Context: an optimization exercise on an open-source flow, tuned for small area, a short achievable clock period and few clock cycles per item. The choices shown serve that exercise and are no tape-out recipe.
Only simulation tests tie the RTL to the original design; equivalence was not proved.
Power figures rest on the tool's default switching activity, not on a simulated workload.

==> flow/design.v <==
package smt_pkg;
  localparam int CAPACITY = 16;
  localparam int KEY_BITS = 32;
  localparam int IDX_W = $clog2(CAPACITY);
  localparam int CNT_W = $clog2(CAPACITY + 1);
  localparam int COUNT_OUT_W = 5;
  localparam int REQ_W = 2;
  localparam int IN_DATA_W = ((KEY_BITS + 7) / 8) * 8;
  localparam int OUT_DATA_W = 8;
  localparam logic [REQ_W-1:0] REQ_LOOKUP = 2'd0;
  localparam logic [REQ_W-1:0] REQ_INSERT = 2'd1;
  localparam logic [REQ_W-1:0] REQ_REMOVE = 2'd2;
  typedef enum logic [1:0] {
    ST_IDLE,
    ST_MATCH,
    ST_UPDATE
  } state_t;
  typedef struct packed {
    logic load;
    logic match;
    logic commit;
  } cmd_t;
endpackage
module smt_ctrl (
  input  logic          clk,
  input  logic          rst_n,
  input  logic          in_tvalid,
  output logic          in_tready,
  output logic          out_tvalid,
  input  logic          out_tready,
  output smt_pkg::cmd_t cmd
);
  logic req_valid_r;    
  logic out_valid_r;
  logic out_free;
  always_ff @(posedge clk) begin
    if (!rst_n) begin
      req_valid_r <= 1'b0;
      out_valid_r <= 1'b0;
    end else begin
      req_valid_r <= cmd.load || (req_valid_r && !cmd.commit);
      out_valid_r <= cmd.commit || (out_valid_r && !out_tready);
    end
  end
  assign out_free   = !out_valid_r || out_tready;
  assign out_tvalid = out_valid_r;
  assign cmd.commit = req_valid_r && out_free;
  assign in_tready  = !req_valid_r || out_free;
  assign cmd.load   = in_tvalid && in_tready;
  assign cmd.match  = in_tready;
endmodule
module smt_dpath (
  input  logic                            clk,
  input  logic                            rst_n,
  input  smt_pkg::cmd_t                   cmd,
  input  logic [smt_pkg::REQ_W-1:0]       req_in,
  input  logic [smt_pkg::KEY_BITS-1:0]    key_in,
  output logic                            was_present,
  output logic [smt_pkg::COUNT_OUT_W-1:0] entry_count,
  output logic                            dropped
);
  localparam int CAP = smt_pkg::CAPACITY;
  logic [smt_pkg::KEY_BITS-1:0] store_r [CAP];
  logic [CAP-1:0]               valid_r;
  logic [CAP-1:0]               free_r;       
  logic [CAP-1:0]               free_nxt;     
  logic [smt_pkg::CNT_W-1:0]    count_r, count_nxt, count_hit, count_miss;
  logic [CAP-1:0]               cmp_match;
  logic                         cmp_same;
  logic [smt_pkg::KEY_BITS-1:0] upd_key_r;
  logic [smt_pkg::REQ_W-1:0]    upd_req_r;
  logic [CAP-1:0]               upd_match_r;
  logic [CAP-1:0]               match;
  logic                         hit, full, is_ins, is_rem, ins_ok, rem_ok;
  logic                            was_present_r;
  logic [smt_pkg::COUNT_OUT_W-1:0] entry_count_r;
  logic                            dropped_r;
  assign cmp_same = (upd_key_r == key_in);
  always_comb begin
    for (int i = 0; i < CAP; i++) begin
      cmp_match[i] = (valid_r[i] && (store_r[i] == key_in)) || (free_r[i] && cmp_same);
    end
  end
  always_ff @(posedge clk) begin
    if (cmd.match) begin
      upd_key_r   <= key_in;
      upd_req_r   <= req_in;
      upd_match_r <= cmp_match;
    end
  end
  always_comb begin
    for (int i = 0; i < CAP; i++) begin
      match[i] = valid_r[i] && upd_match_r[i];
    end
  end
  assign hit    = |match;
  assign full   = count_r[smt_pkg::IDX_W];
  assign is_ins = (upd_req_r == smt_pkg::REQ_INSERT);
  assign is_rem = (upd_req_r == smt_pkg::REQ_REMOVE);
  assign ins_ok = cmd.commit && is_ins && !full;
  assign rem_ok = cmd.commit && is_rem;
  assign count_hit  = rem_ok ? count_r - 1'b1 : count_r;
  assign count_miss = ins_ok ? count_r + 1'b1 : count_r;
  assign count_nxt  = hit ? count_hit : count_miss;
  always_comb begin
    for (int i = 0; i < CAP; i++) begin
      free_nxt[i] = !(valid_r[i] || free_r[i]) &&
                    (((valid_r | free_r) & ~({CAP{1'b1}} << i)) == ~({CAP{1'b1}} << i));
    end
  end
  always_ff @(posedge clk) begin
    if (!rst_n) begin
      count_r <= '0;
      valid_r <= '0;
      free_r  <= CAP'(1);
    end else begin
      count_r <= count_nxt;
      for (int i = 0; i < CAP; i++) begin
        valid_r[i] <= (valid_r[i] && !(rem_ok && match[i])) || (ins_ok && free_r[i] && !hit);
      end
      if (ins_ok && !hit) begin
        free_r <= free_nxt;
      end else if (rem_ok && full) begin
        free_r <= match;
      end
    end
  end
  always_ff @(posedge clk) begin
    for (int i = 0; i < CAP; i++) begin
      if (free_r[i]) begin
        store_r[i] <= upd_key_r;
      end
    end
  end
  always_ff @(posedge clk) begin
    if (cmd.commit) begin
      was_present_r <= hit;
      entry_count_r <= count_nxt;
      dropped_r     <= is_ins && full && !hit;
    end
  end
  assign was_present = was_present_r;
  assign entry_count = entry_count_r;
  assign dropped     = dropped_r;
endmodule
module set_membership_table_top (
  input  logic                           clk,
  input  logic                           rst_n,
  input  logic                           in_tvalid,
  output logic                           in_tready,
  input  logic [smt_pkg::IN_DATA_W-1:0]  in_tdata,   
  input  logic [smt_pkg::REQ_W-1:0]      in_tuser,   
  output logic                           out_tvalid,
  input  logic                           out_tready,
  output logic [smt_pkg::OUT_DATA_W-1:0] out_tdata   
);
  smt_pkg::cmd_t                   cmd;
  logic                            was_present;
  logic [smt_pkg::COUNT_OUT_W-1:0] entry_count;
  logic                            dropped;
  smt_ctrl u_ctrl (
    .clk        (clk),
    .rst_n      (rst_n),
    .in_tvalid  (in_tvalid),
    .in_tready  (in_tready),
    .out_tvalid (out_tvalid),
    .out_tready (out_tready),
    .cmd        (cmd)
  );
  smt_dpath u_dpath (
    .clk         (clk),
    .rst_n       (rst_n),
    .cmd         (cmd),
    .req_in      (in_tuser),
    .key_in      (in_tdata[smt_pkg::KEY_BITS-1:0]),
    .was_present (was_present),
    .entry_count (entry_count),
    .dropped     (dropped)
  );
  assign out_tdata = {1'b0, dropped, entry_count, was_present};
endmodule
==> flow/run.sh <==
#!/bin/bash
# synth_recipe.tcl (not shown) runs the flow's synth.tcl, then flattens the netlist and writes it again
# the make line also repeats each setting of config.mk as NAME=value (left out here)
make -C /OpenROAD-flow-scripts/flow DESIGN_CONFIG=/design/flow/config.mk WORK_HOME=/design/flow/orfs CLKGATE_MAP_FILE= SYNTH_SCRIPT=/design/flow/synth_recipe.tcl finish
==> flow/config.mk <==
export PLATFORM = sky130hd
export DESIGN_NAME = set_membership_table_top
export DESIGN_NICKNAME = set_membership_table_top
export VERILOG_FILES = /design/flow/design.v
export SDC_FILE = /design/flow/constraint.sdc
export NUM_CORES = 4
export LEC_CHECK = 0
export ABC_CLOCK_PERIOD_IN_PS = 1800
export CAP_MARGIN = 20
export CORE_MARGIN = 2
export CORE_UTILIZATION = 40
export PLACE_DENSITY = 0.6
export SETUP_SLACK_MARGIN = 1.4
export SLEW_MARGIN = 20
==> flow/constraint.sdc <==
create_clock -name core_clock -period 3.4 [get_ports {clk}]
set_input_delay 0.6800 -clock core_clock [delete_from_list [all_inputs] [get_ports {clk}]]
set_output_delay 0.6800 -clock core_clock [all_outputs]
set_load 0.01 [all_outputs]
==> reports/results.txt, run 1 <==
The flow ran to the end and the layout has no timing, DRC or antenna violations. At the worst endpoint, the required time is 3850 ps. The later pin in the worst-skew pair is clocked with a latency of 640 ps. The category of the worst setup path launch point is a flop.

The maximum ir drop on the vdd rail was 0.5212 mV; the minimum setup slack among reg-to-reg paths was 1270 ps. After layout, the worst setup slack is 1275 ps. The die covers 65570 µm².

Setup repair after global routing could not meet its margin everywhere. For the post-synthesis sequential area ratio, the log shows 70.30%. TritonCTS built the clock tree.

Before antenna repair, the detailed router went through 5 iterations. The number of vias per cell after detailed routing came out at 5.542. The final routed wirelength across all metal layers was 83060 µm; the multi-input combinational cell area was 8006 µm². For the final database, setup skew stands at 35.80 ps.

The clock tree buffer depth is 3. Synthesis produced 1653 cells. By area the synthesized netlist is led by sky130_fd_sc_hd__edfxtp_1 67%, sky130_fd_sc_hd__xnor2_1 15%, sky130_fd_sc_hd__xor2_1 4.2%. The cell type with the highest aggregate area in the netlist is sky130_fd_sc_hd__edfxtp_1. The fraction of registers with async set or reset after synthesis works out to 0%. Counting I/O delays and the setup requirement, the final critical path takes 2125 ps.

Of all nets on the critical path, the largest fanout is 8. Number of flops mapped to enable cells by yosys: 569. In the finished design, the share of the clock period the worst path needs comes to 62.51%.

The first global-routing pass estimated 115200 µm of wire. The signed area change from the synthesized netlist to the final layout was 26.80%. The logs give 26.82% for the worst relative slew slack and 47 for the number of distinct library cell variants in the gate-level netlist after synthesis. The synthesized netlist occupies a cell area of 25420 µm². The library cell contributing the largest single delay on the critical path is sky130_fd_sc_hd__edfxtp_1. Walking the worst path, the cells encountered are xor2_2 > nor4_4 > buf_4 > nand4_1 > nor2_4 > buf_12 > buf_16 > nand2_4 > o41ai_4. The count of nets left with antenna violations once routing finished came out at 0. The max-slew violation total from the final report is 0. Once the floorplan was initialized, standard cells occupied 40.37% of the core.

Buffers placed on the I/O ports in this run total 46. In the routed design, unresolved DRC markers number 0. The count of pins on the block boundary is 48, and the count of routing violations after the opening detailed-route iteration is 1859. The worst setup path is captured at a flop. Setup violations remaining at the end of the flow were counted as 0.

Fill cells in the final layout number 5210. The width of the die is 256.1 µm, and the clock sink count is 608. The chip height is 256.1 µm. The tools report the final weighted congestion in routability-driven placement as 0.8662. The tightest min-delay check is of the flop to flop type. The fraction of layout instances using a drive strength above 1 came out at 25.01%. The standby leakage power was 0.01091 µW; the largest net degree at the start of global routing was 51. The total of flip-flops plus latches after synthesis came out at 608.

For the pin with the worst max-slew slack, the measured transition is 1098 ps. Hold buffer count at CTS: 0. At the end of the flow, the number of nets in the layout was 1996. The tools report the root buffer cell as sky130_fd_sc_hd__clkbuf_16. For this run, the slowest stage of the critical path takes 430 ps. Summing all flip-flop and latch instances after layout gives 17900 µm². Summing internal, switching and leakage power gives 16320 µW. For this run, the number of Yosys warnings is 3. The tools report the initial antenna violation count as 4. The count of vias placed by the detailed router was 15816. For the setup slack at placement, the log shows -192.5 ps. The total power density per cell area was 506.4 nW/µm². In this run the number of H-tree levels came out at 2.

The logs give 15176 for the via count of the first global-routing pass and 0.4705 GHz for the highest achievable clock rate. Half-perimeter wire length after placement: 46810 µm. Among all flip-flop cells after synthesis, the most frequent one is sky130_fd_sc_hd__edfxtp_1. The setup path with the least slack is of type flop to flop. Counting both buffers and inverters, the worst setup path holds a total of 3.

The fraction of synthesized cell area taken by the top area cell type is 67.22%. The run gives 62970 µm² as the placeable core area. On the critical path the largest part of the delay comes from simple AND/OR/NAND/NOR gates. Across the run, the number of max-cap violations was 0. Dividing the detail-routed wire length by the instance count gives 29.10 µm.

The number of nets in the synthesized netlist is 1693. The global-route total usage across every layer was 24.96%; the clock transition at the registers of the reported paths was 60 ps. The number of hold violations in the final report was 0; the number of buffers inserted during clock tree synthesis was 61.

In this run the core area contains 92 standard-cell rows. For this run the aggregate overflow at the end of global routing stands at 0. STA puts the critical path data arrival time at 2570 ps. In this run the mean area of a mapped cell was 15.38 µm².
[layout by cell type, fill, tap and decap left out, types with 15 or more instances in the layout]
| cell | instances |
|---|---|
| sky130_fd_sc_hd__a21oi_1 | 15 |
| sky130_fd_sc_hd__buf_12 | 59 |
| sky130_fd_sc_hd__buf_4 | 195 |
| sky130_fd_sc_hd__clkbuf_1 | 16 |
| sky130_fd_sc_hd__clkbuf_16 | 64 |
| sky130_fd_sc_hd__dfxtp_1 | 18 |
| sky130_fd_sc_hd__dfxtp_2 | 18 |
| sky130_fd_sc_hd__dlygate4sd2_1 | 26 |
| sky130_fd_sc_hd__edfxtp_1 | 569 |
| sky130_fd_sc_hd__nand2_1 | 48 |
| sky130_fd_sc_hd__nand2_4 | 17 |
| sky130_fd_sc_hd__nand3_1 | 25 |
| sky130_fd_sc_hd__nand4_1 | 116 |
| sky130_fd_sc_hd__nor2_1 | 41 |
| sky130_fd_sc_hd__nor4_1 | 29 |
| sky130_fd_sc_hd__nor4_2 | 15 |
| sky130_fd_sc_hd__xnor2_1 | 401 |
| sky130_fd_sc_hd__xnor2_2 | 23 |
| sky130_fd_sc_hd__xor2_1 | 119 |
[kinds of logic (layout without fill, tap and decap cells)]
logic type	count (synthesis)	count (layout)	share of synthesized area, %
multiplexers	3	3	0.1181
AND/OR/NAND/NOR	333	334	7.079
AO/OA/AOI/OAI	76	76	2.102
XOR/XNOR	546	546	18.81
buffers and inverters	84	437	1.477
other	1	2	0.01475
adder cells (fa/ha/maj)	2	2	0.09844
flip-flops	608	608	70.30
[per-layer routing]
layer / global-route usage (%) / part of all wire [%]
met4: 9.535 / 4.1
met5: 0 / 0
met1: 33.58 / 40
met2: 40.66 / 48
met3: 4.120 / 8.6
[layout make-up]
cell class / count / area share (%)
clock buffers: 82 / 5.171
clock inverters: 32 / 0.7570
flip-flops and latches: 608 / 55.54
inverters: 5 / 0.07376
well taps: 846 / 3.284
diodes: 1 / 0.007764
multi-input cells: 962 / 24.84
repair buffers: 318 / 10.32
[registers in the layout (all words and copies together), names as in the netlist]
register,cells
u_ctrl.out_valid_r,1
u_ctrl.req_valid_r,1
u_dpath.count_r,5
u_dpath.was_present_r,1
u_dpath.free_r,16
u_dpath.store_r,512
u_dpath.dropped_r,1
u_dpath.entry_count_r,5
u_dpath.upd_match_r,16
u_dpath.upd_req_r,2
u_dpath.upd_key_r,32
u_dpath.valid_r,16
[where the power goes]
part,total [µW],switching (µW),internal (µW)
clock network,6470,2870,3600
logic,1450,840,610
registers,8410,83.8,8320
total,16300,3790,12500
[through the flow]
| stage | hold WS [ps] | setup TNS (ps) | instances | instance area, µm² | utilization [%] |
|---|---|---|---|---|---|
| 3_5_place_dp | 565.8 | -192.5 | 2577 | 27780 | 44.12 |
| 5_1_grt | 589.2 | 0 | 2853 | 32230 | 51.18 |
| 2_1_floorplan | 499.9 | 0 | 1653 | 25820 | - |
| 3_3_place_gp | 539.0 | -124.5 | 2577 | 27780 | 44.12 |
| 6_report | 565.7 | 0 | 2854 | 32230 | 51.19 |
| 4_1_cts | 554.1 | 0 | 2829 | 31590 | 50.17 |
[what timing repair did]
action | CTS | global route
pin swaps | 39 | 65
resized for setup | 184 | 86
gates cloned | 3 | 4
buffers inserted | 135 | 20
endpoints found under the setup margin | 66 | 59
hold endpoints to repair | 0 | 0
[cell usage after synthesis (all sizes together), types with 7 or more instances]
library cell	count
clkbuf	35
xor2	122
nand3	25
nand4	116
a21oi	15
dfxtp	39
nand2	70
a31oi	7
o21ai	8
and2	8
o41ai	16
nor3	10
xnor2	424
nor2	42
edfxtp	569
buf	44
a22oi	16
nor4	49
[path summary, 6_finish.rpt]
check | depth (start not counted) | endpoint | startpoint
worst max-delay path | 9 | u_dpath.upd_match_r[7] | u_dpath.upd_key_r[29]
worst min register to register | 2 | u_ctrl.out_valid_r | u_ctrl.req_valid_r
worst max register to register | 9 | u_dpath.upd_match_r[7] | u_dpath.upd_key_r[29]
worst min-delay path | 2 | u_ctrl.out_valid_r | u_ctrl.req_valid_r
[tightest hold or removal path, stage by stage, from the launching register on]
cell,delay (ps)
sky130_fd_sc_hd__dfxtp_2,370
sky130_fd_sc_hd__nor2_1,120
sky130_fd_sc_hd__nor2_1,40
Testbench counts, summed over its fixed seeds: cycles 12,016, items 12,000.
==> run 2: changes to the inputs <==
--- a/flow/config.mk
+++ b/flow/config.mk
@@ -9,6 +9,8 @@
 export CAP_MARGIN = 20
 export CORE_MARGIN = 2
 export CORE_UTILIZATION = 40
+export CTS_CLUSTER_DIAMETER = 60
+export CTS_CLUSTER_SIZE = 30
 export PLACE_DENSITY = 0.6
 export SETUP_SLACK_MARGIN = 1.4
 export SLEW_MARGIN = 20
==> reports/results.txt, run 2 <==
The run finished with no timing, DRC or antenna violations. After detailed routing, the average wire length per cell comes to 29.27 µm. The number of hold violations in the final report was 0. Global routing consumed, on the met2 layer, 40.76% of the routing resources.

For this run, design rule violations remaining after detail routing come to 0. Number of cell rows: 92. For this design, the sink count on the clock tree is 608.

The post-route clock skew is 32.84 ps. The worst setup path category was input port to flop. The logs give 4 for the initial antenna violation count and 3800 ps for the required time of the critical path. The tools report the clock tree buffer depth as 3.

For this run, the number of Yosys warnings is 3. Library cell contributing the largest single delay on the critical path: sky130_fd_sc_hd__o41ai_2. The die covers 65570 µm². The first global-routing pass estimated 115200 µm of wire. The worst hold path terminates at u_dpath.upd_key_r[28].

Measured against its own limit, the worst slew margin works out to 25.60%. The largest net degree at the start of global routing was 51. The fraction of synthesized cell area taken by the top area cell type works out to 67.22%. Post-synthesis net count: 1693. The number of flops mapped to enable cells by yosys was 569. The count of endpoints failing setup in the final report is 0.

The via count of the first global-routing pass is 15072, and the worst stage delay on the critical path is 400 ps. After detailed placement, the total cell area comes to 27780 µm². Counting distinct cell types in the post-synthesis netlist gives 47.

Cells with a size suffix above 1 make up 26.93% of the layout. The critical-path maximum fanout came out at 2. The tools report the maximum ir drop on the vdd rail as 0.4974 mV. The antenna violation net count after detailed routing is 0, and the sequential cell area is 17900 µm².

The register with the most flip-flops in the layout has 512 of them. In the routed layout, each cell is associated on average with a via count of 5.535. The total area inside the core boundary comes to 62970 µm². Cells fill 50.99% of the core in the end.

The tools report the type of element capturing the critical path as a flop. Routability-driven placement finished with a final weighted congestion of 0.8662. Counting flops per register, the top entry is u_dpath.store_r. The tools report the met3 track demand over resource in global routing as 3.258%.

For this run, the leading register cell type out of synthesis is sky130_fd_sc_hd__edfxtp_1. Count of pins on the block boundary: 48. Fill cells in the final layout number 5208. The H-tree depth was 2. Walking the worst path, the cells encountered are buf_6 > buf_12 > buf_12 > buf_8 > xnor2_2 > nand4_1 > nor4_2 > buf_4 > nand4_1 > o41ai_2.

The half-perimeter wire length after placement is 46810 µm. STA classifies the critical path startpoint as an input port. Max-slew violation total from the final report: 0. Setup repair after global routing could not meet its margin everywhere.

The total of flip-flops plus latches after synthesis was 608. The library cells used most frequently in the layout, excluding fill and tap cells, are 569 x sky130_fd_sc_hd__edfxtp_1, 390 x sky130_fd_sc_hd__xnor2_1, 213 x sky130_fd_sc_hd__buf_4. The fraction of met1 tracks used by global routing is 33.97%. The smallest clock period supported by the final layout is computed as 2146 ps.

TritonCTS built the clock tree. The largest registers in the layout are u_dpath.store_r: 512 flops, u_dpath.upd_key_r: 32 flops. The root buffer cell was sky130_fd_sc_hd__clkbuf_16. The run gives 1653 as the gate count after technology mapping.

The mean instance size in the synthesized netlist was 15.38 µm². In this run the critical register-to-register path is launched from u_dpath.store_r[0][17]. From left edge to right edge, the die measures 256.1 µm. The run gives 32110 µm² as the area of all placed cells without fillers. The worst hold path class is input port to flop.

For this block, the routed nets add up to 83250 µm of wire. In the global route stage, overall resource usage came out at 24.99%. Timing would allow up to 0.4660 GHz.

The signed area change from the synthesized netlist to the final layout works out to 26.32%. The count of antenna diodes in the layout was 0. The tools report the beginning of the worst hold path as in_tdata[28].

The worst register-to-register path ends at u_dpath.upd_match_r[0]. For the multi-input combinational cell area, the log shows 8055 µm². The logs give 1290 ps for the minimum setup slack among reg-to-reg paths and 40.37% for the starting utilization of the core area. For this run, the register share of the synthesized area comes to 70.30%. The most frequent standard cell in the layout excluding fill and tap cells is sky130_fd_sc_hd__edfxtp_1.

The pre-antenna-repair detailed-routing pass consisted of 5 iterations. For the worst flop-to-flop path, the logic depth is 6. The netlist area before placement is 25420 µm².

Summed over all cells, the static leakage comes to 0.01082 µW. The cell type group with the largest total delay on the critical path was simple AND/OR/NAND/NOR gates. The fraction of registers with async set or reset after synthesis came out at 0%.

The cell type with the highest aggregate area in the netlist is sky130_fd_sc_hd__edfxtp_1. The most used standard cell by instance count after synthesis is sky130_fd_sc_hd__edfxtp_1. Sorting the synthesized cells by how often they occur yields 569 x sky130_fd_sc_hd__edfxtp_1, 424 x sky130_fd_sc_hd__xnor2_1, 122 x sky130_fd_sc_hd__xor2_1. The worst path uses 63.12% of the clock period. For this block, the initial DRC count from the detailed router was 1837.

For the count of vias placed by the detailed router, the log shows 15742. The total power density per cell area is 480.9 nW/µm². At the later pin of the worst-skew pair, clock insertion delay measures 610 ps.

After clock tree synthesis, the clock-pin slew on the worst setup and hold paths is 100 ps. At the pin with the least slew margin, the transition time is 1116 ps. The data arrival time of the worst path is 2550 ps. The critical path buffer and inverter count came out at 5. The number of buffers inserted during clock tree synthesis is 41, and the number of violations of the max-capacitance limit is 0. The layer flagged by global routing as most heavily used is met2. The count of input and output buffers came out at 46.

The number of instances on the worst hold path is 3, and the sum of overflow across all layers after global routing is 0. From bottom edge to top edge, the die measures 256.1 µm. Sorting the synthesized cells by area gives the leading types as sky130_fd_sc_hd__edfxtp_1 67%, sky130_fd_sc_hd__xnor2_1 15%, sky130_fd_sc_hd__xor2_1 4.2%. The run gives 2007 as the count of nets after finishing.
run 2: changes by cell type in the layout (fill, tap and decap cells not counted), moves of 10 or more:
| cell | before | now |
|---|---|---|
| sky130_fd_sc_hd__clkbuf_16 | 64 | 42 |
| sky130_fd_sc_hd__buf_4 | 195 | 213 |
| sky130_fd_sc_hd__clkbuf_1 | 16 | 1 |
| sky130_fd_sc_hd__clkinv_1 | 13 | 1 |
| sky130_fd_sc_hd__clkinv_2 | 12 | 1 |
| sky130_fd_sc_hd__xnor2_1 | 401 | 390 |
| sky130_fd_sc_hd__a22oi_1 | 6 | 16 |
| sky130_fd_sc_hd__a22oi_2 | 10 | 0 |
| sky130_fd_sc_hd__buf_6 | 12 | 22 |
run 2: per-layer routing:
| layer | part of all wire, % | wire (µm) |
|---|---|---|
| met5 | 0 | 0 |
| met1 | 39 | 32830 |
| met2 | 48 | 39690 |
| met3 | 8.4 | 7027 |
| met4 | 4.4 | 3698 |
run 2: logic make-up (layout without fill, tap and decap cells):
| kind of cell | Yosys count | count (layout) | share of synthesized area (%) |
|---|---|---|---|
| simple gates | 333 | 334 | 7.079 |
| buf+inv | 84 | 428 | 1.477 |
| other cells | 1 | 1 | 0.01475 |
| flops | 608 | 608 | 70.30 |
| xor+xnor | 546 | 546 | 18.81 |
| fa+ha+maj | 2 | 2 | 0.09844 |
| mux | 3 | 3 | 0.1181 |
| compound gates | 76 | 76 | 2.102 |
run 2: worst register-to-register path: cells and delay by family, from the launching register on:
| family | cells | cell delay, ps |
|---|---|---|
| compound gates | 1 | 320 |
| xor+xnor | 1 | 260 |
| buf+inv | 1 | 190 |
| flops | 1 | 380 |
| simple gates | 3 | 800 |
run 2: layout make-up:
| type | count | area share [%] |
|---|---|---|
| clock buffer | 42 | 3.207 |
| timing repair buffer | 349 | 11.25 |
| multi-input combinational | 962 | 25.09 |
| sequential | 608 | 55.75 |
| tap | 846 | 3.297 |
| clock inverter | 32 | 1.341 |
| inverter | 5 | 0.07404 |
run 2: worst max-delay path by stage:
stage,depth (start not counted),endpoint,start,slack (ps)
detailed placement,8,u_dpath.upd_match_r[0],in_tdata[15],-190
finish,10,u_dpath.upd_match_r[11],in_tdata[23],1250
global route,10,u_dpath.upd_match_r[11],in_tdata[23],1240
floorplan,2,in_tready,out_tready,1320
CTS,8,u_dpath.upd_match_r[7],u_dpath.upd_key_r[23],1270
global placement,8,u_dpath.upd_match_r[0],in_tdata[15],-120
run 2: timing repair:
action	in CTS	in global routing
hold buffers	0	0
gates cloned	4	1
setup endpoints to repair	66	58
buffers inserted	134	54
pin swaps	31	56
gates resized for setup	189	118
run 2: where the power goes:
| group | internal, µW | switching (µW) | total (µW) |
|---|---|---|---|
| Clock | 2570 | 2970 | 5540 |
| Combinational | 649 | 853 | 1500 |
| Sequential | 8310 | 84.3 | 8390 |
| Total | 11500 | 3910 | 15400 |
run 2: metrics by stage:
step	instances	setup slack, ps	power (µW)	TNS [ps]	hold WS, ps
final	2844	1254	15440	0	499.7
after global routing	2844	1236	15820	0	507.3
after CTS	2789	1270	15350	0	528.5
after detailed placement	2577	-192.5	9722	-192.5	565.8
after global placement	2577	-124.5	9710	-124.5	539.0
after floorplan	1653	1316	9196	0	499.9
==> run 3: changes to the inputs <==
==> flow/flow/run.sh (new file) <==
#!/bin/bash
# The standard ORFS flow, run in two parts:
#  1. synthesis exactly as standard.sh makes it;
#  2. floorplan to final layout with two changes:
#     - the clock tree is built with larger sink clusters and without the
#       dummy loads CTS adds to balance it;
#     - delay cells are kept out of port buffering and timing repair, so the
#       port buffers are plain buffers.
# Each part's full output goes to its own log file in this folder; ORFS's
# per-step logs stay under orfs/logs/.
set -euo pipefail

bash standard.sh synth > flow_synth.log 2>&1

export CTS_ARGS="-sink_clustering_enable -repair_clock_nets -dont_use_dummy_load -sink_clustering_size ${SMT_CTS_SIZE:-30} -sink_clustering_max_diameter ${SMT_CTS_DIAM:-60}"
export DONT_USE_CELLS="sky130_fd_sc_hd__dlygate4sd1_1 sky130_fd_sc_hd__dlygate4sd2_1 sky130_fd_sc_hd__dlygate4sd3_1 sky130_fd_sc_hd__clkdlybuf4s15_1 sky130_fd_sc_hd__clkdlybuf4s15_2 sky130_fd_sc_hd__clkdlybuf4s18_1 sky130_fd_sc_hd__clkdlybuf4s18_2 sky130_fd_sc_hd__clkdlybuf4s25_1 sky130_fd_sc_hd__clkdlybuf4s25_2 sky130_fd_sc_hd__clkdlybuf4s50_1 sky130_fd_sc_hd__clkdlybuf4s50_2"

bash standard.sh > flow_layout.log 2>&1
==> flow/standard.sh (new file) <==
#!/bin/bash
# synth_recipe.tcl (not shown) runs the flow's synth.tcl, then flattens the netlist and writes it again
# the make line also repeats each setting of config.mk as NAME=value (left out here)
make -C /OpenROAD-flow-scripts/flow DESIGN_CONFIG=/design/flow/config.mk WORK_HOME=/design/flow/orfs CLKGATE_MAP_FILE= SYNTH_SCRIPT=/design/flow/synth_recipe.tcl "${@:-finish}"
--- a/flow/config.mk
+++ b/flow/config.mk
@@ -9,8 +9,6 @@
 export CAP_MARGIN = 20
 export CORE_MARGIN = 2
 export CORE_UTILIZATION = 40
-export CTS_CLUSTER_DIAMETER = 60
-export CTS_CLUSTER_SIZE = 30
 export PLACE_DENSITY = 0.6
 export SETUP_SLACK_MARGIN = 1.4
 export SLEW_MARGIN = 20
removed: flow/run.sh
==> reports/results.txt, run 3 <==
In the final layout, the share of cells above drive strength 1 is 25.51%. Timing would allow up to 0.4612 GHz. The critical path in this run is classified as input port to flop.

The gate count after technology mapping was 1653; the first-pass GRT wire length was 114700 µm. The library cells used most frequently in the layout, excluding fill and tap cells, are 569 x sky130_fd_sc_hd__edfxtp_1, 384 x sky130_fd_sc_hd__xnor2_1, 192 x sky130_fd_sc_hd__buf_4. The antenna violation net count after detailed routing came out at 0. For the global-route total usage across every layer, the log shows 24.95%.

In this run the biggest area consumer among cell types represents 67.22% of the synthesized area. Yosys mapped a number of flops with a built-in enable equal to 569. After synthesis the cells add up to 25420 µm². Clock latency on the worst-skew pair, taken at its later pin, is 610 ps. The largest registers in the layout are u_dpath.store_r: 512 flops, u_dpath.upd_key_r: 32 flops.

After detailed routing, the number of vias per cell comes to 5.621. For the post-synthesis sequential area ratio, the log shows 70.30%. Across all register-to-register paths, the minimum setup slack is 1290 ps. For the pin with the worst max-slew slack, the measured transition is 1159 ps.

For this run, asynchronously set or reset flops after synthesis account for 0%. A synthesized cell averages 15.38 µm². The tools report the number of cell rows as 92.

The commonest cells after synthesis are 569 x sky130_fd_sc_hd__edfxtp_1, 424 x sky130_fd_sc_hd__xnor2_1, 122 x sky130_fd_sc_hd__xor2_1. For the worst setup path, the data arrival time is 2560 ps. Setup repair after global routing could not meet its margin everywhere.

The tools report the root buffer cell as sky130_fd_sc_hd__clkbuf_16. The clock period could shrink to 2168 ps. After layout, the worst path uses 63.77% of the clock period.

The count of vias placed by the detailed router came out at 15683. The most frequent standard cell in the layout excluding fill and tap cells is sky130_fd_sc_hd__edfxtp_1. Entering global routing, the biggest net connects 51 pins.

Reg-to-reg critical path startpoint: u_dpath.upd_key_r[23]. For the clock sink count, the log shows 608. STA classifies the critical path endpoint as a flop. The worst pin sits at a relative slew slack of 22.76%. The biggest area contributor in the post-synthesis netlist is sky130_fd_sc_hd__edfxtp_1.

The post-synthesis net count is 1693. Maximum ir drop on the vdd rail: 0.4613 mV. Number of hold violations in the final report: 0. The signed area change from the synthesized netlist to the final layout came out at 24.21%. The top flip-flop cell by instance count after synthesis was sky130_fd_sc_hd__edfxtp_1.

Across the run, the number of max-cap violations was 0. The sum of overflow across all layers after global routing was 0. The worst hold path belongs to the class input port to flop.

The final routed DRC violation total is 0, and the width of the die is 256.1 µm. After clock tree synthesis, the clock-pin slew on the worst setup and hold paths is 80 ps. For this block, the initial DRC count from the detailed router was 1812. The run gives 0 as the max-slew violation total from the final report. The number of standard cells in the layout, taps in and fillers out was 2790; the critical-path maximum fanout was 5. The logs give 1986 for the count of nets after finishing and 62970 µm² for the placeable core area. The startpoint identified for the worst hold timing path is in_tdata[29]. The count of antenna diodes in the layout was 0; the total of warnings raised by yosys was 3.

The initial antenna violation count is 3, and the total of flip-flops plus latches after synthesis is 608. After detailed routing, the total wire length is 83020 µm. STA classifies the critical path startpoint as an input port. The floorplan step set the die height to 256.1 µm. Largest register by flop count: u_dpath.store_r. The count of endpoints failing setup in the final report came out at 0. Once the floorplan was initialized, standard cells occupied 40.37% of the core. The flow ran to the end and the layout has no timing, DRC or antenna violations. The required time of the critical path is 3790 ps.

The total power density per cell area was 456.6 nW/µm². For the clock tree buffer depth, the log shows 3. The end of the worst hold path is u_dpath.upd_key_r[29]. Routability-driven placement finished with a final weighted congestion of 0.8662. In the post-synthesis netlist, the cell with the most instances is sky130_fd_sc_hd__edfxtp_1.

The area of all placed cells without fillers is 31570 µm², and the number of distinct library cell variants in the gate-level netlist after synthesis is 47. Between clock sinks in the finished design, the worst skew comes to 81.00 ps. The total instance count after detailed placement is 2577, and the final-layout fill cell count is 5276. Count of input and output buffers: 46. The worst register-to-register path ends at u_dpath.upd_match_r[11].

Yosys attributes the largest share of cell area to sky130_fd_sc_hd__edfxtp_1 67%, sky130_fd_sc_hd__xnor2_1 15%, sky130_fd_sc_hd__xor2_1 4.2%. TritonCTS built the clock tree. The HPWL after detailed placement is 46810 µm. The number of clock buffers added by TritonCTS is 41.

Counting instances, the worst hold path has a depth of 2. The overall die area is 65570 µm², and the instance area after placement is 27780 µm². The register with the most flip-flops in the layout has 512 of them. The count of cells along the worst register-to-register path is 8, and the detailed-route wire length per cell is 29.75 µm.

For the final routed database, the setup TNS stands at 0 ps. Before antenna repair, the detailed router went through 5 iterations. The tightest hold path in the finished design has a slack of 471.5 ps.

The tools report the hold buffer count at CTS as 0. CTS built an H-tree with a depth of 2. For the count of pins on the block boundary, the log shows 48. In this run the static leakage power is 0.01064 µW. The via count of the first global-routing pass came out at 14974.
## run 3: cell counts after synthesis
Identical to the previous run, type by type.
## run 3: how the worst max path moves through the flow
stage                                startpoint                      end  slack (ps)
after floorplan                      out_tready                in_tready        1320
after global placement             in_tdata[15]   u_dpath.upd_match_r[0]        -120
after detailed placement           in_tdata[15]   u_dpath.upd_match_r[0]        -190
after CTS                 u_dpath.upd_key_r[29]   u_dpath.upd_match_r[7]        1280
after global routing               in_tdata[23]  u_dpath.upd_match_r[11]        1190
final                              in_tdata[23]  u_dpath.upd_match_r[11]        1230
## run 3: kinds of logic after synthesis
family                     synth area share (%)
and+or+nand+nor                           7.079
other                                   0.01475
muxes                                    0.1181
adders and majority gates               0.09844
buffers and inverters                     1.477
xor gates and xnor gates                  18.81
AOI/OAI and AO/OA                         2.102
DFF                                       70.30
## run 3: area by class of cell
cell class              count  area [µm²]  share of cell area, %
flip-flops and latches    608       17900                  56.69
multi-input cells         962        8107                  25.68
repair buffers            328        3455                  10.94
well taps                 846        1059                  3.353
clock buffers              41        1026                  3.250
inverters                   5       26.28                0.08323
## run 3: power by group
group	switching, µW	internal (µW)	leakage [µW]
logic	847	633	0.00452
registers	83.2	8310	0.00561
clock network	2400	2140	0.000505
total	3330	11100	0.0106
## run 3: critical path, cell delays in order
cell,delay (ps)
sky130_fd_sc_hd__buf_6,100
sky130_fd_sc_hd__buf_12,110
sky130_fd_sc_hd__buf_12,120
sky130_fd_sc_hd__buf_6,110
sky130_fd_sc_hd__xnor2_2,140
sky130_fd_sc_hd__nand4_1,210
sky130_fd_sc_hd__nor4_2,330
sky130_fd_sc_hd__buf_4,200
sky130_fd_sc_hd__nand4_1,180
sky130_fd_sc_hd__o41ai_4,380
## run 3: stage by stage
| step | worst slack, ps | utilization, % | power (µW) |
|---|---|---|---|
| floorplan | 1316 | - | 9196 |
| global placement | -124.5 | 44.12 | 9710 |
| detailed placement | -192.5 | 44.12 | 9722 |
| CTS | 1277 | 48.94 | 14380 |
| global route | 1194 | 50.14 | 14780 |
| finish | 1232 | 50.14 | 14410 |
## run 3: what timing repair did
| action | CTS | global route |
|---|---|---|
| gates resized for setup | 204 | 121 |
| buffers inserted | 131 | 34 |
| pin swaps | 56 | 64 |
| cloned | 6 | 1 |
| setup endpoints to repair | 67 | 58 |
## run 3: layer usage
layer / part of all wire (%) / track usage [%] / wire length, µm
met5: 0 / 0 / 0
met3: 8.2 / 3.644 / 6802
met1: 40 / 33.64 / 32980
met4: 3.8 / 8.837 / 3148
met2: 48 / 41.24 / 40090
==> run 4: changes to the inputs <==
==> flow/flow/run.sh (replaced) <==
#!/bin/bash
# The standard ORFS flow, run in two parts:
#  1. synthesis exactly as standard.sh makes it;
#  2. floorplan to final layout with two changes:
#     - the clock tree is built with larger sink clusters and without the
#       dummy loads CTS adds to balance it;
#     - delay cells are kept out of port buffering and timing repair, so the
#       port buffers are plain buffers (flow/dont_use.tcl, run before each
#       OpenROAD step).
# Each part's full output goes to its own log file in this folder; ORFS's
# per-step logs stay under orfs/logs/.
set -euo pipefail
W=$(pwd)

bash standard.sh synth > "$W/flow_synth.log" 2>&1

export CTS_ARGS="-sink_clustering_enable -repair_clock_nets -dont_use_dummy_load -sink_clustering_size 30 -sink_clustering_max_diameter 60"
for step in FLOORPLAN GLOBAL_PLACE_SKIP_IO IO_PLACEMENT GLOBAL_PLACE RESIZE DETAIL_PLACE REPAIR_TIMING_POST_PLACE CTS GLOBAL_ROUTE DETAIL_ROUTE FILLCELL; do
  export PRE_${step}_TCL="$W/flow/dont_use.tcl"
done

bash standard.sh > "$W/flow_layout.log" 2>&1
==> flow/flow/dont_use.tcl (new file) <==
# Keep delay cells out of port buffering and timing repair.
set_dont_use [get_lib_cells {sky130_fd_sc_hd__dlygate* sky130_fd_sc_hd__clkdlybuf*}]
--- a/flow/config.mk
+++ b/flow/config.mk
@@ -10,5 +10,5 @@
 export CORE_MARGIN = 2
 export CORE_UTILIZATION = 40
 export PLACE_DENSITY = 0.6
-export SETUP_SLACK_MARGIN = 1.4
+export SETUP_SLACK_MARGIN = 1.7
 export SLEW_MARGIN = 20
==> reports/results.txt, run 4 <==
The total of flip-flops plus latches after synthesis works out to 608. The setup TNS is 0 ps, and the netlist area before placement is 25420 µm². After detailed routing, the average wire length per cell comes to 31.06 µm.

Max-cap violations in this run came to 0. After detailed routing, the number of vias per cell comes to 5.666. The final critical-path required period is 2198 ps, and the final routed DRC violation total is 0.

Along the worst path, the maximum fanout reaches 4. Across every metal layer, demand over resource in global routing totals 25.14%. Width of the die: 256.1 µm. Summed over all cells, the static leakage comes to 0.009225 µW. After synthesis, the mean cell area works out to 15.38 µm².

In the final layout, the registers with the most flip-flops are u_dpath.store_r: 512 flops, u_dpath.upd_key_r: 32 flops. The cell type with the highest aggregate area in the netlist is sky130_fd_sc_hd__edfxtp_1. TritonCTS built the clock tree. The clock tree synthesis step divided the H-tree into 2 levels.

Yosys printed 3 warnings. Measured along the y axis, the die boundary spans 256.1 µm. In this run the clock root is driven by a sky130_fd_sc_hd__clkbuf_16.

The run gives 92 as the number of cell rows. The data arrival time of the worst path is 2580 ps. The multiplexer share of the synthesized area is 0.1181%. The first-pass GRT wire length is 115000 µm.

Setup repair after global routing could not meet its margin everywhere. The count of endpoints failing setup in the final report is 0. Most used standard cell by instance count after synthesis: sky130_fd_sc_hd__edfxtp_1.

Routability-driven placement finished with a final weighted congestion of 0.8490. After the first detailed-routing iteration, the DRC count stood at 2011. The worst setup path is launched from a flop. Cells fill 46.91% of the core in the end.

Sequential elements use 70.30% of the synthesized area. The count of vias placed by the detailed router came out at 15280. The signed area change from the synthesized netlist to the final layout works out to 16.21%. The first-pass iteration count of the detailed router was 5. The critical path is of the flop to flop type.

Type of element capturing the critical path: a flop. Leaving out fill and tap cells, the most frequent cell in the layout is sky130_fd_sc_hd__edfxtp_1. The region available for standard cell placement spans 62970 µm². For the starting utilization of the core area, the log shows 40.37%. By count the netlist is led by 569 x sky130_fd_sc_hd__edfxtp_1, 424 x sky130_fd_sc_hd__xnor2_1, 122 x sky130_fd_sc_hd__xor2_1. Clock tree buffer depth: 3. The synthesized netlist devotes 7.079% of its cell area to simple gates. Counting distinct cell types in the post-synthesis netlist gives 47.

The synthesized netlist devotes 2.102% of its cell area to compound gates. The finished layout holds 2697 standard cells, fillers aside. Detailed placement finished with a half-perimeter wire length of 52690 µm. The count of antenna diodes in the layout is 0, and the total power density per cell area is 481.0 nW/µm².

The via count of the first global-routing pass was 14816. After Yosys synthesis, XOR and XNOR cells account for 18.81% of the synthesized area. CTS saw 608 sinks. For this run, the leading register cell type out of synthesis is sky130_fd_sc_hd__edfxtp_1. Global routing finished with a remaining overflow of 0. Clock-pin slew was measured on the worst setup and hold paths at 80 ps. The count of buffers added on input and output ports is 46. The run gives 0 as the number of hold violations in the final report.

Yosys attributes the largest share of cell area to sky130_fd_sc_hd__edfxtp_1 67%, sky130_fd_sc_hd__xnor2_1 15%, sky130_fd_sc_hd__xor2_1 4.2%. The transition time at the pin with the least slew margin was 1157 ps; the largest net degree at the start of global routing was 37. The number of nets in the synthesized netlist is 1693. Worst hold path class: input port to flop. In the synthesized netlist, the number of instances is 1653. Fraction of layout instances using a drive strength above 1: 18.75%. The count of nets after finishing is 1893, and the required time of the critical path is 3780 ps. The main combinational cell family by area after synthesis is XOR/XNOR gates.

The flow ran to the end and the layout has no timing, DRC or antenna violations. The final routed wirelength across all metal layers was 83780 µm. The overall die area is 65570 µm², and the post-route clock period utilization is 64.64%. During I/O placement, the number of pins put on the boundary was 48. The number of placed instances, taps included, is 2591. In the synthesized netlist the async set-or-reset flop fraction comes to 0%.

Static timing analysis puts the maximum clock frequency at 0.4550 GHz. The largest register by flop count was u_dpath.store_r. The initial antenna violation count is 4, and the post-route clock skew is 91.52 ps. At the later pin of the worst-skew pair, clock insertion delay measures 620 ps. The antenna violation net count after detailed routing was 0; the adder and majority gate portion of the synthesized area was 0.09845%. Number of flops mapped to enable cells by yosys: 569. The fraction of synthesized cell area taken by the top area cell type was 67.22%. The max-slew violation total from the final report came out at 0.

The worst-case IR drop observed on VDD is 0.4025 mV. The library cells used most frequently in the layout, excluding fill and tap cells, are 569 x sky130_fd_sc_hd__edfxtp_1, 415 x sky130_fd_sc_hd__xnor2_1, 122 x sky130_fd_sc_hd__xor2_1. The register with the most flip-flops in the layout has 512 of them. The run gives 22.86% as the worst relative slew slack. In this run, CTS created clock tree buffers numbering 42.
[run 4: worst max-delay path, cell delays in order (launching register included)]
cell and delay [ps]:
sky130_fd_sc_hd__edfxtp_1 470, sky130_fd_sc_hd__xor2_1 210, sky130_fd_sc_hd__nor4_2 330, sky130_fd_sc_hd__buf_1 150, sky130_fd_sc_hd__nand4_1 100, sky130_fd_sc_hd__buf_4 180, sky130_fd_sc_hd__nor2_4 160, sky130_fd_sc_hd__buf_6 150
sky130_fd_sc_hd__buf_16 120, sky130_fd_sc_hd__nand2_4 50, sky130_fd_sc_hd__o41ai_2 60
[run 4: final timing paths]
check | depth (start not counted) | slack [ps] | to | startpoint
worst min-delay path | 1 | 300 | u_dpath.upd_req_r[1] | in_tuser[1]
worst max-delay path | 10 | 1200 | u_dpath.upd_match_r[0] | u_dpath.upd_key_r[7]
worst min register to register | 0 | 540 | u_dpath.store_r[2][4] | u_dpath.upd_key_r[4]
worst max register to register | 10 | 1200 | u_dpath.upd_match_r[0] | u_dpath.upd_key_r[7]
[run 4: kinds of logic after synthesis]
family / count (synthesis)
xor+xnor: 546
compound gates: 76
flops: 608
other cells: 1
fa+ha+maj: 2
mux: 3
buf+inv: 84
simple gates: 333
[run 4: repair_timing]
item / 4_1_cts / 5_1_grt
pin swaps: 37 / 31
buffers inserted: 44 / 15
gates cloned: 4 / 0
hold endpoints to repair: 0 / 0
hold buffers: 0 / 0
resized for setup: 157 / 71
setup endpoints to repair: 158 / 132
[run 4: routing by layer]
layer  vias to the layer above  part of all wire (%)  global-route usage, %
met4                         2                   4.6                  10.46
met5                         -                 0.014                      0
met1                      7899                    40                  34.24
met2                       802                    47                  40.33
li1                       6421                     -                      -
met3                       156                   8.6                  3.803
[run 4: area by class of cell]
class                           count  area [µm²]
Fill cell                        5392       33430
Sequential cell                   608       17920
Multi-Input combinational cell    963        7915
Timing Repair Buffer              233        1564
Tap cell                          846        1059
Clock buffer                       42        1051
Inverter                            5       30.03
[run 4: through the flow]
step	hold slack [ps]	power, µW	area (µm²)	setup slack [ps]
2_1_floorplan	506.2	9218	26110	1349
3_3_place_gp	509.9	9648	27160	-111.4
3_5_place_dp	527.7	9650	27170	-135.1
4_1_cts	276.8	14210	29170	1242
5_1_grt	295.2	14540	29540	1185
6_report	299.3	14210	29540	1202
[run 4: where the power goes]
part	internal (µW)	leakage (µW)	switching (µW)	total, µW
combinational	394	0.00309	772	1170
sequential	8310	0.00561	108	8420
clock	2190	0.000518	2440	4620
total	10900	0.00922	3320	14200
==> run 5: changes to the inputs <==
--- a/flow/config.mk
+++ b/flow/config.mk
@@ -10,5 +10,5 @@
 export CORE_MARGIN = 2
 export CORE_UTILIZATION = 40
 export PLACE_DENSITY = 0.6
-export SETUP_SLACK_MARGIN = 1.7
+export SETUP_SLACK_MARGIN = 1.2
 export SLEW_MARGIN = 20
==> reports/results.txt, run 5 <==
The run finished with no timing, DRC or antenna violations. The Yosys step of the flow raised 3 warnings. The beginning of the worst hold path was in_tuser[1]. The fraction of registers with async set or reset after synthesis came out at 0%.

The worst relative slew slack came out at 20.88%. Leaving out fill and tap cells, the most frequent cell in the layout is sky130_fd_sc_hd__edfxtp_1. Hold repair after CTS inserted 0 buffers. The number of violations of the max-capacitance limit came out at 0. Among the stages of the critical path, the cell type that occurs most often is sky130_fd_sc_hd__buf_1. STA puts the critical path data required time at 3820 ps. The run gives 112700 µm as the first-pass GRT wire length. The mapped netlist covers 25420 µm². Based on the critical path, the design can be clocked at up to 0.4479 GHz. The end of the worst register-to-register path is u_ctrl.req_valid_r. In the global route stage, overall resource usage came out at 24.51%.

Setup repair after global routing could not meet its margin everywhere. The fraction of synthesized cell area taken by the top area cell type is 67.22%, and the largest net degree at the start of global routing is 39. The sequential cell area came out at 17900 µm². The tree is rooted in a sky130_fd_sc_hd__clkbuf_16.

For the total instance count after detailed placement, the log shows 2595. The tools report the standby leakage power as 0.008945 µW. For met1 alone, demand over resource in global routing was 33.81%.

The number of clock buffers added by TritonCTS is 40. After the flow finishes, the layout carries non-filler instances totaling 2710. The die is 256.1 µm wide. The completed layout was analyzed and its total power is 14050 µW.

From bottom edge to top edge, the die measures 256.1 µm. For the half-perimeter wire length after placement, the log shows 52300 µm. The fraction of layout instances using a drive strength above 1 is 13.14%. Once the floorplan was initialized, standard cells occupied 40.37% of the core.

For the count of routing violations after the opening detailed-route iteration, the log shows 1936. Multiplexer cells account for 0.1181% of the synthesized area. The tools report the number of hold violations in the final report as 0. Summing all multi-input logic gate instances after layout gives 7512 µm². The run gives 45.93% as the end-of-flow core utilization. The logs give 610 ps for the worst-skew pair later-pin latency and 70.30% for the post-synthesis sequential area ratio.

After floorplanning, the core was sized to cover 62970 µm². Synthesis produced a netlist with a net count of 1693. For this run, global-route usage on met3 was measured as 5.041%.

Fill cells in the final layout number 5505. Setup total negative slack on the finished layout was measured at 0 ps. The final routed wirelength across all metal layers came out at 81500 µm. For this design, the slowest cell found on the critical path is sky130_fd_sc_hd__dfxtp_2. Of the total synthesized cell area, the portion taken by AND, OR, NAND and NOR gates is 7.079%.

The number of instances on the worst hold path came out at 1. The compound-gate portion of the synthesized area works out to 2.102%. Dividing the detail-routed wire length by the instance count gives 30.07 µm.

Setup violations remaining at the end of the flow were counted as 0. The post-route clock period utilization is 65.66%. Along the worst path, the maximum fanout reaches 3. The via count of the first global-routing pass is 14394, and the final routed DRC violation total is 0. The register with the most flip-flops in the layout has 512 of them.

The initial antenna violation count came out at 3. In this run the critical register-to-register path is launched from u_ctrl.out_valid_r. In the synthesized netlist, the cells that appear most often are 569 x sky130_fd_sc_hd__edfxtp_1, 424 x sky130_fd_sc_hd__xnor2_1, 122 x sky130_fd_sc_hd__xor2_1. The die covers 65570 µm². Port buffering added 46 buffers.

The end of the worst hold path was u_dpath.upd_req_r[1]. TritonCTS built the clock tree. The number of distinct library cell variants in the gate-level netlist after synthesis came out at 47.

The cell type with the highest aggregate area in the netlist is sky130_fd_sc_hd__edfxtp_1. Global routing used 39.39% of the available met2 tracks. The largest registers in the layout are u_dpath.store_r: 512 flops, u_dpath.upd_key_r: 32 flops. The smallest clock period supported by the final layout is computed as 2232 ps. The first detailed-routing pass ran for 5 iterations. The number of cells on the worst reg-to-reg path is 19. The total power density per cell area came out at 485.7 nW/µm². The category of the worst setup path launch point was a flop.

The tools report the count of vias placed by the detailed router as 15217. The worst setup path category is flop to flop. In this run, synthesis produced a sequential element count of 608. Summing the areas of all xor and xnor instances in the mapped netlist gives 18.81% of the synthesized area. The count of pins on the block boundary was 48; the signed area change from the synthesized netlist to the final layout was 13.78%. Ranked by flip-flop count, first place goes to u_dpath.store_r.

The largest single stage delay on the critical path is 330 ps. In this run the register-to-register setup slack is 1170 ps. The cell count after synthesis came out at 1653. Transition time at the pin with the least slew margin: 1187 ps.

The adder and majority gate portion of the synthesized area works out to 0.09845%. In this run the remaining antenna-violating nets after routing total 0. The run gives 0 as the sum of overflow across all layers after global routing. After global routing, the most crowded layer is met2.

The tightest min-delay check is of the input port to flop type. The run gives 0 as the count of antenna diodes in the layout. Main combinational cell family by area after synthesis: XOR/XNOR gates.

In the layout the commonest cells are 569 x sky130_fd_sc_hd__edfxtp_1, 416 x sky130_fd_sc_hd__xnor2_1, 122 x sky130_fd_sc_hd__xor2_1. Sorting the synthesized cells by area gives the leading types as sky130_fd_sc_hd__edfxtp_1 67%, sky130_fd_sc_hd__xnor2_1 15%, sky130_fd_sc_hd__xor2_1 4.2%. Among all flip-flop cells after synthesis, the most frequent one is sky130_fd_sc_hd__edfxtp_1.

Routability-driven placement finished with a final weighted congestion of 0.8641. The logs give 0 for the max-slew violation total from the final report and 2 for the H-tree depth. Traced cell by cell, the critical path runs through nor2b_4 > buf_1 > buf_2 > buf_6 > buf_1 > buf_1 > buf_1 > buf_1 > buf_2 > buf_1 > buf_1 > buf_1 > buf_1 > buf_1 > buf_1 > buf_1 > buf_4 > a21oi_2 > nor2_1. Clock-pin slew was measured on the worst setup and hold paths at 80 ps. The clock passes through at most 3 buffers. In the post-synthesis netlist, the cell with the most instances is sky130_fd_sc_hd__edfxtp_1. Instance area after placement: 27020 µm². For this run, the post-layout net count is 1906.

Yosys mapped a number of flops with a built-in enable equal to 569. The type of element capturing the critical path was a flop. After floorplanning, the core was divided into 92 placement rows. Number of vias per cell after detailed routing: 5.615. The clock net in this run drives a total of 608 sinks. The data arrival time of the worst path is 2650 ps, and the area of all placed cells without fillers is 28920 µm². Mean instance size in the synthesized netlist: 15.38 µm². The post-route clock skew was 63.18 ps; the maximum ir drop on the vdd rail was 0.2806 mV.
## run 5: cell counts after synthesis
Identical to the previous run, type by type.
## run 5: layout make-up
type	instances	share of cell area, %
inverter	5	0.06490
timing repair buffer	250	4.958
tap	846	3.660
multi-input combinational	961	25.98
clock buffer	40	3.461
sequential	608	61.88
## run 5: how the worst max path moves through the flow
stage                            start                      to  depth (start not counted)
CTS                       in_tdata[23]  u_dpath.upd_match_r[4]                          7
floorplan                 in_tdata[14]  u_dpath.upd_match_r[2]                          8
global placement          in_tdata[17]  u_dpath.upd_match_r[4]                          7
finish              u_ctrl.out_valid_r      u_ctrl.req_valid_r                         19
detailed placement        in_tdata[17]  u_dpath.upd_match_r[4]                          7
global route        u_ctrl.out_valid_r      u_ctrl.req_valid_r                         19
## run 5: metal layers
metal	vias to the layer above	wire, µm	share of wire [%]
met5	-	0	0
met1	7891	33200	41
li1	6438	-	-
met3	111	7625	9.4
met4	0	2353	2.9
met2	777	38330	47
## run 5: critical path, delay by kind of cell (launching register included)
kind            cells  cell delay, ps
flops               1             330
compound gates      1             110
buf+inv            16            1460
simple gates        2             170
## run 5: kinds of logic after synthesis
group / after synthesis
compound gates: 76
flops: 608
simple gates: 333
mux: 3
xor+xnor: 546
fa+ha+maj: 2
buf+inv: 84
other cells: 1
## run 5: where the power goes
group          total (µW)  internal (µW)  switching, µW
Sequential           8430           8320            113
Clock                4480           2090           2390
Combinational        1140            389            748
Total               14000          10800           3250
## run 5: stage by stage
| stage | hold WS, ps | worst slack [ps] |
|---|---|---|
| final | 289.0 | 1168 |
| after floorplan | 499.9 | 1203 |
| after global routing | 263.1 | 1033 |
| after CTS | 262.6 | 1167 |
| after global placement | 487.9 | -284.0 |
| after detailed placement | 487.7 | -312.6 |
## run 5: repair_timing
item	CTS	global route
setup buffers	22	53
pin swaps	10	30
endpoints found under the hold margin	0	0
endpoints found under the setup margin	50	37
gates resized for setup	65	80
cloned	0	0
==> run 6: changes to the inputs <==
--- a/flow/config.mk
+++ b/flow/config.mk
@@ -10,5 +10,5 @@
 export CORE_MARGIN = 2
 export CORE_UTILIZATION = 40
 export PLACE_DENSITY = 0.6
-export SETUP_SLACK_MARGIN = 1.2
+export SETUP_SLACK_MARGIN = 1.5
 export SLEW_MARGIN = 20
==> reports/results.txt, run 6 <==
The clock reaches the later pin of the worst-skew pair after 610 ps. Entering global routing, the biggest net connects 37 pins. The most used standard cell by instance count after synthesis is sky130_fd_sc_hd__edfxtp_1. For the combinational cell fraction of total power, the log shows 8.5%.

The number of placed instances, taps included, is 2588. In this run, CTS created clock tree buffers numbering 40. For the post-synthesis sequential area ratio, the log shows 70.30%. Cell type with the highest occurrence count on the critical path: sky130_fd_sc_hd__nand4_1. The number of hold violations in the final report was 0; the total of flip-flops plus latches after synthesis was 608. Measured against the total synthesized area, the mux share comes to 0.1181%. Averaged over all synthesized cells, the footprint is 15.38 µm². The synthesized netlist devotes 7.079% of its cell area to simple gates. The total area inside the core boundary comes to 62970 µm².

The tools report the number of violations of the max-capacitance limit as 0. The run gives 1233 ps as the least setup slack across all paths after layout. The commonest cells after synthesis are 569 x sky130_fd_sc_hd__edfxtp_1, 424 x sky130_fd_sc_hd__xnor2_1, 122 x sky130_fd_sc_hd__xor2_1. Counting flops with a built-in enable in the synthesized netlist gives 569. The run finished with no timing, DRC or antenna violations. The net count of the finished layout is 1918.

Of the cells placed in the final design, the portion with a size suffix greater than 1 is 18.71%. In this run the horizontal extent of the chip is 256.1 µm. Total power for the finished layout comes to 14090 µW. The count of input and output buffers came out at 46.

The cell type with the highest aggregate area in the netlist is sky130_fd_sc_hd__edfxtp_1. Leaving out fill and tap cells, the most frequent cells in the layout are 569 x sky130_fd_sc_hd__edfxtp_1, 405 x sky130_fd_sc_hd__xnor2_1, 121 x sky130_fd_sc_hd__xor2_1. Worst relative slew slack: 19.93%.

0 antenna diodes ended up in the layout. The clock transition at the registers of the reported paths was 90 ps. Among all stages on the critical path, the largest delay is contributed by sky130_fd_sc_hd__o41ai_2.

Summing all non-filler instances in the final layout gives an area of 29710 µm². Net switching is 23.18% of the power. The internal portion of the total power is 10830 µW. In the final layout, the registers with the most flip-flops are u_dpath.store_r: 512 flops, u_dpath.upd_key_r: 32 flops. After Yosys synthesis, XOR and XNOR cells account for 18.81% of the synthesized area.

The run gives 0 as the antenna violation net count after detailed routing. The library cell used most frequently in the layout, excluding fill and tap cells, is sky130_fd_sc_hd__edfxtp_1. The post-route clock period utilization works out to 63.75%.

Global-route total usage across every layer: 24.67%. The worst hold path class was input port to flop. STA classifies the critical path startpoint as an input port. Clock skew on the completed layout was measured at 84.40 ps.

The critical path goes through clkbuf_4 > buf_8 > xnor2_1 > nand4_1 > nor4_4 > nand4_1 > o41ai_2. The via count of the first global-routing pass is 14612, and the worst stage delay on the critical path is 490 ps. The first-pass GRT wire length came out at 113700 µm. The first routing iteration left 1931 violations.

The logs give 92 for the number of cell rows and 25420 µm² for the netlist area before placement. The largest register by flop count was u_dpath.store_r. The register with the most flip-flops in the layout has 512 of them. After the flow finishes, the layout carries non-filler instances totaling 2722. The setup slack at placement is -40.11 ps.

CTS saw 608 sinks. The final weighted congestion in routability-driven placement was 0.8449; the signed area change from the synthesized netlist to the final layout was 16.88%. Summing the areas of all compound-gate instances in the mapped netlist gives 2.102% of the synthesized area.

The tools report the fraction of power consumed by the clock network as 31.8%. Setup repair after global routing could not meet its margin everywhere. TritonCTS built the clock tree. The detailed-route wire length per cell came out at 29.97 µm. The setup path with the least slack is of type input port to flop. The initial antenna violation count came out at 5.

Main combinational cell family by area after synthesis: XOR/XNOR gates. The maximum ir drop on the vdd rail is 0.4315 mV. Once placement finished, the instance area stood at 27040 µm². The run gives 0 as the sum of overflow across all layers after global routing. Data on the critical path is required at its endpoint by 3760 ps.

The fraction of registers with async set or reset after synthesis was 0%. In the synthesized netlist, the number of instances is 1653. The max-slew violation total from the final report was 0. For this design the total switching power over the nets is 3267 µW. Summing the areas of all fa, ha and maj instances in the mapped netlist gives 0.09845% of the synthesized area. The final critical-path required period works out to 2167 ps. The starting utilization of the core area came out at 40.37%. The transition time at the pin with the least slew margin came out at 1200 ps. Sequential cells burn 59.7% of the power. Of all nets on the critical path, the largest fanout is 8.

After legalization and detailed placement, the total HPWL measured 51360 µm. Pin placement for this block handled 48 I/O pins. Setup violations remaining at the end of the flow were counted as 0.

The overall die area was 65570 µm². The clock passes through at most 3 buffers. The chip height works out to 256.1 µm.

The routed layout has 15290 vias. Summed over all cells, the static leakage comes to 0.009210 µW. The top cell type by area accounts for 67.22% of the synthesized area. Yosys printed 3 warnings.

Total power density per cell area: 474.4 nW/µm². Counting distinct cell types in the post-synthesis netlist gives 47. The first-pass iteration count of the detailed router was 5. After filler insertion, the fill cell instance count of the layout stands at 5428. Data arrives at the worst endpoint at 2530 ps. At the end of the flow the core is filled with cells to 47.18%. The highest achievable clock rate is 0.4614 GHz, and the number of vias per cell after detailed routing is 5.617.

The H-tree depth is 2, and the hold buffer count at CTS is 0. The final routed DRC violation total is 0. The tools report the final routed wirelength across all metal layers as 81570 µm.

STA classifies the critical path endpoint as a flop. The most used flip-flop cell after synthesis is sky130_fd_sc_hd__edfxtp_1. After synthesis, the cell types taking the most area are sky130_fd_sc_hd__edfxtp_1 67%, sky130_fd_sc_hd__xnor2_1 15%, sky130_fd_sc_hd__xor2_1 4.2%. Counting every net in the synthesized netlist gives 1693.

Root buffer cell: sky130_fd_sc_hd__clkbuf_16.
[run 6: cell count changes in the layout (fill, tap and decap cells not counted), moves of 10 or more]
cell / before / now
sky130_fd_sc_hd__a22oi_1: 16 / 0
sky130_fd_sc_hd__a22oi_2: 0 / 16
sky130_fd_sc_hd__buf_1: 114 / 97
sky130_fd_sc_hd__buf_6: 13 / 23
sky130_fd_sc_hd__xnor2_1: 416 / 405
sky130_fd_sc_hd__xnor2_2: 8 / 18
[run 6: cell type report]
class | instances | area [µm²] | share of cell area (%)
timing repair buffer | 261 | 1724 | 5.804
multi-input combinational | 962 | 7985 | 26.88
inverter | 5 | 26.28 | 0.08845
sequential | 608 | 17910 | 60.29
clock buffer | 40 | 1001 | 3.370
tap | 846 | 1059 | 3.563
[run 6: critical path, delay by kind of cell]
family / cells / cell delay (ps)
simple gates: 3 / 830
compound gates: 1 / 490
buf+inv: 2 / 360
xor+xnor: 1 / 170
[run 6: final timing paths]
kind,startpoint,to,slack [ps],depth (start not counted)
min,in_tuser[0],u_dpath.upd_req_r[0],280,1
max reg2reg,u_dpath.store_r[7][30],u_dpath.upd_match_r[7],1250,5
max,in_tdata[10],u_dpath.upd_match_r[7],1230,7
min reg2reg,u_dpath.upd_key_r[17],u_dpath.store_r[11][17],580,0
[run 6: cells by family (layout without fill, tap and decap cells)]
| family | Yosys count | count (layout) |
|---|---|---|
| xor gates and xnor gates | 546 | 546 |
| and+or+nand+nor | 333 | 334 |
| AOI/OAI and AO/OA | 76 | 76 |
| adders and majority gates | 2 | 2 |
| buffers and inverters | 84 | 306 |
| muxes | 3 | 3 |
| DFF | 608 | 608 |
| other | 1 | 1 |
[run 6: timing repair]
item | in CTS | in global routing
hold endpoints to repair | 0 | 0
pin swaps | 40 | 79
endpoints found under the setup margin | 71 | 71
buffers inserted | 72 | 21
resized for setup | 153 | 129
cloned | 1 | 0
[run 6: metal layers]
metal  track usage [%]  share of wire [%]
met1             33.91                 40
met2             40.57                 48
met3             3.367                8.7
met4             7.960                3.8
met5                 0                  0
[run 6: power by group through the flow]
stage               Combinational [µW]  Sequential, µW  Clock, µW
floorplan                          608            8600          0
global placement                  1020            8600          0
detailed placement                1020            8610          0
CTS                               1150            8410       4540
global route                      1260            8420       4770
finish                            1200            8410       4480
[run 6: metrics by stage]
step | TNS [ps] | hold WS (ps)
floorplan | 0 | 500.8
global placement | -285.8 | 539.0
detailed placement | -40.11 | 556.8
CTS | 0 | 265.1
global route | 0 | 286.1
finish | 0 | 281.1
==> run 7: changes to the inputs <==
--- a/flow/config.mk
+++ b/flow/config.mk
@@ -10,5 +10,5 @@
 export CORE_MARGIN = 2
 export CORE_UTILIZATION = 40
 export PLACE_DENSITY = 0.6
-export SETUP_SLACK_MARGIN = 1.5
+export SETUP_SLACK_MARGIN = 1.4
 export SLEW_MARGIN = 20
==> reports/results.txt, run 7 <==
The max-slew violation total from the final report is 0. During placement, the flow inserted port buffers numbering 46. The logs give 1929 for the count of routing violations after the opening detailed-route iteration and 3 for the total of warnings raised by yosys. The setup path with the least slack is of type flop to flop. At the end of routability-driven placement, the weighted congestion stood at 0.8690. The share of synthesized area in the top cell type comes to 67.22%. Of the cells placed in the final design, the portion with a size suffix greater than 1 is 16.81%.

The worst relative slew slack was 17.37%. The count of vias placed by the detailed router was 15309; the wire length on met3 was 7099 µm. During I/O placement, the number of pins put on the boundary was 48. For the worst setup path, the data arrival time is 2460 ps. IR analysis of the VDD net gives a maximum drop of 0.3707 mV.

With fillers left out, the area of the finished cells amounts to 29390 µm². The wire-length estimate of the detail-placed layout is 52810 µm. The core region is 62970 µm². By area the synthesized netlist is led by sky130_fd_sc_hd__edfxtp_1 67%, sky130_fd_sc_hd__xnor2_1 15%, sky130_fd_sc_hd__xor2_1 4.2%. TritonCTS built the clock tree. The startpoint identified for the worst hold timing path is in_tuser[0]. The initialized floorplan defines 92 standard-cell rows. Across the run, the number of max-cap violations was 0. Setup total negative slack on the finished layout was measured at 0 ps. Sequential cells were found to cover 70.30% of the synthesized design area. The tools report the H-tree depth as 2. No sink is reached through more buffers than the 3 on the longest clock path. The commonest cells after synthesis are 569 x sky130_fd_sc_hd__edfxtp_1, 424 x sky130_fd_sc_hd__xnor2_1, 122 x sky130_fd_sc_hd__xor2_1. Setup violations remaining at the end of the flow were counted as 0. The run gives 14700 as the via count of the first global-routing pass. In this run the cell area measured after placement is 27050 µm². First-pass iteration count of the detailed router: 6. The run gives 65570 µm² as the overall die area. In the routed design, unresolved DRC markers number 0. The later pin in the worst-skew pair is clocked with a latency of 620 ps.

The flip-flop count of the largest register after layout is 512, and the global-route total usage across every layer is 24.61%. The type of element capturing the critical path is a flop. The tools report the starting utilization of the core area as 40.37%. The synthesized netlist contains 47 unique library cells.

Dividing the detail-routed via count by the number of cells gives 5.689. At the pin with the least slew margin, the transition time is 1238 ps. First-pass GRT wire length: 113300 µm. The mapped netlist covers 25420 µm². The highest achievable clock rate came out at 0.4667 GHz. After detailed routing, the average wire length per cell comes to 30.60 µm. The root buffer cell was sky130_fd_sc_hd__clkbuf_16.

The critical-path maximum fanout came out at 7. Standby leakage power: 0.009147 µW. The flow ran to the end and the layout has no timing, DRC or antenna violations.
==> run 7: cell count changes in the layout (fill, tap and decap cells not counted), moves of 5 or more <==
| cell | delta |
|---|---|
| sky130_fd_sc_hd__clkbuf_8 | -6 |
| sky130_fd_sc_hd__dfxtp_1 | +5 |
| sky130_fd_sc_hd__xnor2_1 | +8 |
| sky130_fd_sc_hd__buf_4 | -9 |
| sky130_fd_sc_hd__buf_1 | -16 |
| sky130_fd_sc_hd__xnor2_2 | -8 |
| sky130_fd_sc_hd__nor4_2 | -7 |
| sky130_fd_sc_hd__nor4_1 | +5 |
==> run 7: path summary, 6_finish.rpt <==
path	end	cells after the start
setup / recovery	u_dpath.entry_count_r[1]	8
hold reg to reg	u_dpath.free_r[8]	3
setup reg to reg	u_dpath.entry_count_r[1]	8
hold / removal	u_dpath.upd_req_r[0]	1
==> run 7: cells by family after synthesis <==
logic type / count (synthesis) / share of synthesized area, %
AOI/OAI and AO/OA: 76 / 2.102
xor gates and xnor gates: 546 / 18.81
adders and majority gates: 2 / 0.09844
buffers and inverters: 84 / 1.477
DFF: 608 / 70.30
muxes: 3 / 0.1181
other: 1 / 0.01475
and+or+nand+nor: 333 / 7.079
==> run 7: power breakdown <==
group	switching, µW	leakage, µW	internal (µW)
clock network	2400	0.000505	2140
logic	776	0.00303	397
registers	106	0.00561	8310
==> run 7: metrics by stage <==
stage	hold slack [ps]	util [%]	cells	power, µW	setup WS [ps]
after global placement	543.2	42.94	2594	9634	39.88
after detailed placement	553.8	42.96	2594	9643	235.2
after CTS	255.4	45.83	2678	14150	1316
final	280.5	46.68	2691	14130	1257
after global routing	268.3	46.68	2690	14490	1141
after floorplan	499.9	-	1653	9196	1316
==> run 7: repair_timing <==
item | CTS | global route
gates resized for setup | 129 | 98
gates cloned | 0 | 4
endpoints found under the setup margin | 74 | 59
pin swaps | 33 | 43
buffers inserted | 43 | 8
==> run 7: final cells by class <==
| class | count | area [µm²] |
|---|---|---|
| inverters | 5 | 26.28 |
| fillers | 5442 | 33570 |
| clock buffers | 41 | 1026 |
| repair buffers | 228 | 1484 |
| well taps | 846 | 1059 |
| flip-flops and latches | 608 | 17900 |
| diodes | 1 | 2.502 |
| multi-input cells | 962 | 7895 |
==> run 7: layer usage <==
| metal | track usage (%) | vias up |
|---|---|---|
| li1 | - | 6408 |
| met3 | 3.763 | 153 |
| met5 | 0 | - |
| met4 | 10.06 | 0 |
| met2 | 39.83 | 820 |
| met1 | 33.24 | 7928 |
==> run 7: critical path: stages, from the launching register on <==
cell                       delay (ps)
sky130_fd_sc_hd__edfxtp_1         510
sky130_fd_sc_hd__nand2_2          120
sky130_fd_sc_hd__nand4_1          140
sky130_fd_sc_hd__buf_2            170
sky130_fd_sc_hd__nor4_4           290
sky130_fd_sc_hd__buf_6            190
sky130_fd_sc_hd__inv_8             50
sky130_fd_sc_hd__a221oi_4         320
sky130_fd_sc_hd__a21oi_1           60

Setup slack of run 7, layout unchanged: 1.257 ns with ideal ports, 1.257 ns with driving cells assumed (clock clkbuf_16, inputs buf_2), 0.688 ns with port delays also shifted by the 0.633 ns mid clock arrival.
